This is an optimization exercise on Yosys and OpenROAD, whose aim is small area, a short achievable clock period and few clock cycles per item, not a production implementation.
Function was checked by simulation only, so behaviour that the tests miss may differ from the original.
Power is estimated from default activity; no workload was simulated.

==> inputs of run a <==
Design sub_pipelined, start of the top module:
module sub_pipelined #(
   parameter int unsigned w = sub_pipelined_pkg::SUB_W,
   parameter int unsigned s = sub_pipelined_pkg::SUB_S
) (
   input  logic         clk,
   input  logic         rstn,
   input  logic [w-1:0] op1,
   input  logic [w-1:0] op2,
   input  logic         valid_op1,
   input  logic         valid_op2,
   output logic         op_ready,
   output logic [w-1:0] res,
   output logic         valid,
   output logic         borrow,
   output logic         zero,
   input  logic         res_ready
);
clock: 3.5 ns
lec_check: 0
cap_margin: 20
core_margin: 2
core_utilization: 50
place_density: 0.6
slew_margin: 20
synth_hierarchical: 1
synth_minimum_keep_size: 0
standard.sh (not shown) runs the stock make flow with config.mk's settings and CLKGATE_MAP_FILE= SYNTH_SCRIPT=/design/flow/synth_recipe.tcl, a recipe that flattens the netlist after the stock synthesis.
==> flow/flow/run.sh <==
#!/bin/bash
# Layout flow: the standard flow (standard.sh, synthesis unchanged) with
#  - each I/O port buffered by a plain sky130_fd_sc_hd__buf_1 instead of the
#    buffer cell buffer_ports would pick by itself;
#  - after floorplan, every combinational cell reset to its _1 size
#    (flow/downsize.tcl), so that timing repair sizes up only what it needs;
#  - timing repair asked for extra setup margin (SETUP_SLACK_MARGIN below);
#  - the clock tree built from clkbuf_8 cells instead of clkbuf_16.
# Each step's full output goes to its own log file in this folder.
set -eo pipefail
ARGS=("BUFFER_PORTS_ARGS=-buffer_cell sky130_fd_sc_hd__buf_1"
      "SETUP_SLACK_MARGIN=1.15"
      "CTS_BUF_LIST=sky130_fd_sc_hd__clkbuf_8")
bash standard.sh "${ARGS[@]}" floorplan > standard_floorplan.log 2>&1
F=$PWD/orfs/results/sky130hd/sub_pipelined/base/2_floorplan.odb
ODB_IN=$F ODB_OUT=$F openroad -no_init -exit flow/downsize.tcl > downsize.log 2>&1
bash standard.sh "${ARGS[@]}" finish > standard_finish.log 2>&1
==> flow/flow/downsize.tcl <==
# Reset every combinational cell that synthesis upsized to its _1 size, so
# that timing repair later sizes up only the gates that need it.
read_db $::env(ODB_IN)
set db [ord::get_db]
set n 0
foreach inst [[ord::get_db_block] getInsts] {
  set m [[$inst getMaster] getName]
  if {![regexp {^(sky130_fd_sc_hd__)([a-z0-9]+)_([0-9]+)$} $m -> pfx base sz]} { continue }
  if {[regexp {^(e?df|dl|sdf|tap|fill|decap|conb|clk)} $base]} { continue }
  if {$sz == 1} { continue }
  set new [$db findMaster ${pfx}${base}_1]
  if {$new == "NULL" || $new == ""} { continue }
  $inst swapMaster $new
  incr n
}
puts "downsized $n cells"
write_db $::env(ODB_OUT)
==> run b: changes against run a <==
==> flow/flow/run.sh (replaced) <==
#!/bin/bash
# Layout flow: the standard flow (standard.sh, synthesis unchanged) with
#  - every combinational cell of the synthesized netlist reset to its _1 size
#    (flow/downsize.tcl), so that timing repair sizes up only what it needs;
#  - each I/O port buffered by a plain sky130_fd_sc_hd__buf_1 instead of the
#    buffer cell buffer_ports would pick by itself;
#  - timing repair asked for extra setup margin (SETUP_SLACK_MARGIN below);
#  - the clock tree built from clkbuf_8 cells instead of clkbuf_16, without
#    dummy load cells.
# Each step's full output goes to its own log file in this folder.
set -eo pipefail
ARGS=("BUFFER_PORTS_ARGS=-buffer_cell sky130_fd_sc_hd__buf_1"
      "SETUP_SLACK_MARGIN=1.22"
      "CTS_ARGS=-sink_clustering_enable -repair_clock_nets -buf_list sky130_fd_sc_hd__clkbuf_8 -dont_use_dummy_load")
bash standard.sh "${ARGS[@]}" synth > standard_synth.log 2>&1
F=$PWD/orfs/results/sky130hd/sub_pipelined/base/1_synth.odb
ODB_IN=$F ODB_OUT=$F openroad -no_init -exit flow/downsize.tcl > downsize.log 2>&1
bash standard.sh "${ARGS[@]}" finish > standard_finish.log 2>&1
==> comparison table <==
quantity	run b	run a
Final standard cell utilization of the core	59.9%	56.8%
Number of resized instances in the post-cts repair step	5	13
Number of signal-net buffers in the layout	404	413
Area of the mapped netlist	11,500 um^2	12,200 um^2
Seq pwr	2.68 mW	2.67 mW
Initial DRC Count	550	455
Delay of the slowest critical-path stage	0.33 ns	0.24 ns
Worst setup startpoint	op2[22]	op2[18]
Met3 wirelength from detailed routing	2260 um	2050 um
Worst clock skew on the final layout	0.0352 ns	0.0144 ns
Final worst slack	1.27 ns	1.23 ns
Run status	complete, no violations	complete, no violations
Part of the power in registers	47.5%	45.4%
Global Route met1 Usage	26.5%	24.7%
Crit path max-delay cell type	sky130_fd_sc_hd__xor2_1	sky130_fd_sc_hd__xor2_2
Fill cells	2,126	2,222
Sw Share	34.7%	36.1%
Number of global-route vias before repair	8,777	9,011
Per-instance average area after synthesis	8.67 um^2	9.25 um^2
Worst slew margin	52.4%	40.9%
Arrival time of data at the critical path endpoint	2.51 ns	2.58 ns
DIE AREA	24,200 um^2	25,800 um^2
Testbench counts of run a, summed over its fixed seeds: cycles 3,208, items 3,200.
Testbench counts of run b, summed over its fixed seeds: cycles 3,208, items 3,200.

==> separate check: timing with driven ports <==
No port has a modelled driver above. Below, the same layouts with a new extraction and two added sets of constraints. Step 1 sets driving cells, clkbuf_16 on the clock port and buf_2 on the other inputs (assumed; they add their load-dependent delay and slew). Step 2, shift: input delay + t, output delay - t, t = (earliest + latest rising clock arrival at the registers) / 2. This alone moves slack from input paths to output paths. a / b / c = ideal / step 1 / step 2; a / b = the first two.
run	t, ns	slack for setup (ns)	latest minus earliest clock arrival (ns)	slew at the worst register clock pin (ns)	worst data-port slew with drivers (ns)
run a	0.490	1.227 / 1.212 / 0.753	0.026 / 0.025	0.10 / 0.10	0.08
run b	0.473	1.265 / 1.267 / 0.802	0.036 / 0.036	0.09 / 0.09	0.09
After both steps every run listed still meets setup and hold. The setup slack of run a, which loses most, moves by -0.015 ns with the drivers and by -0.474 ns with both steps.
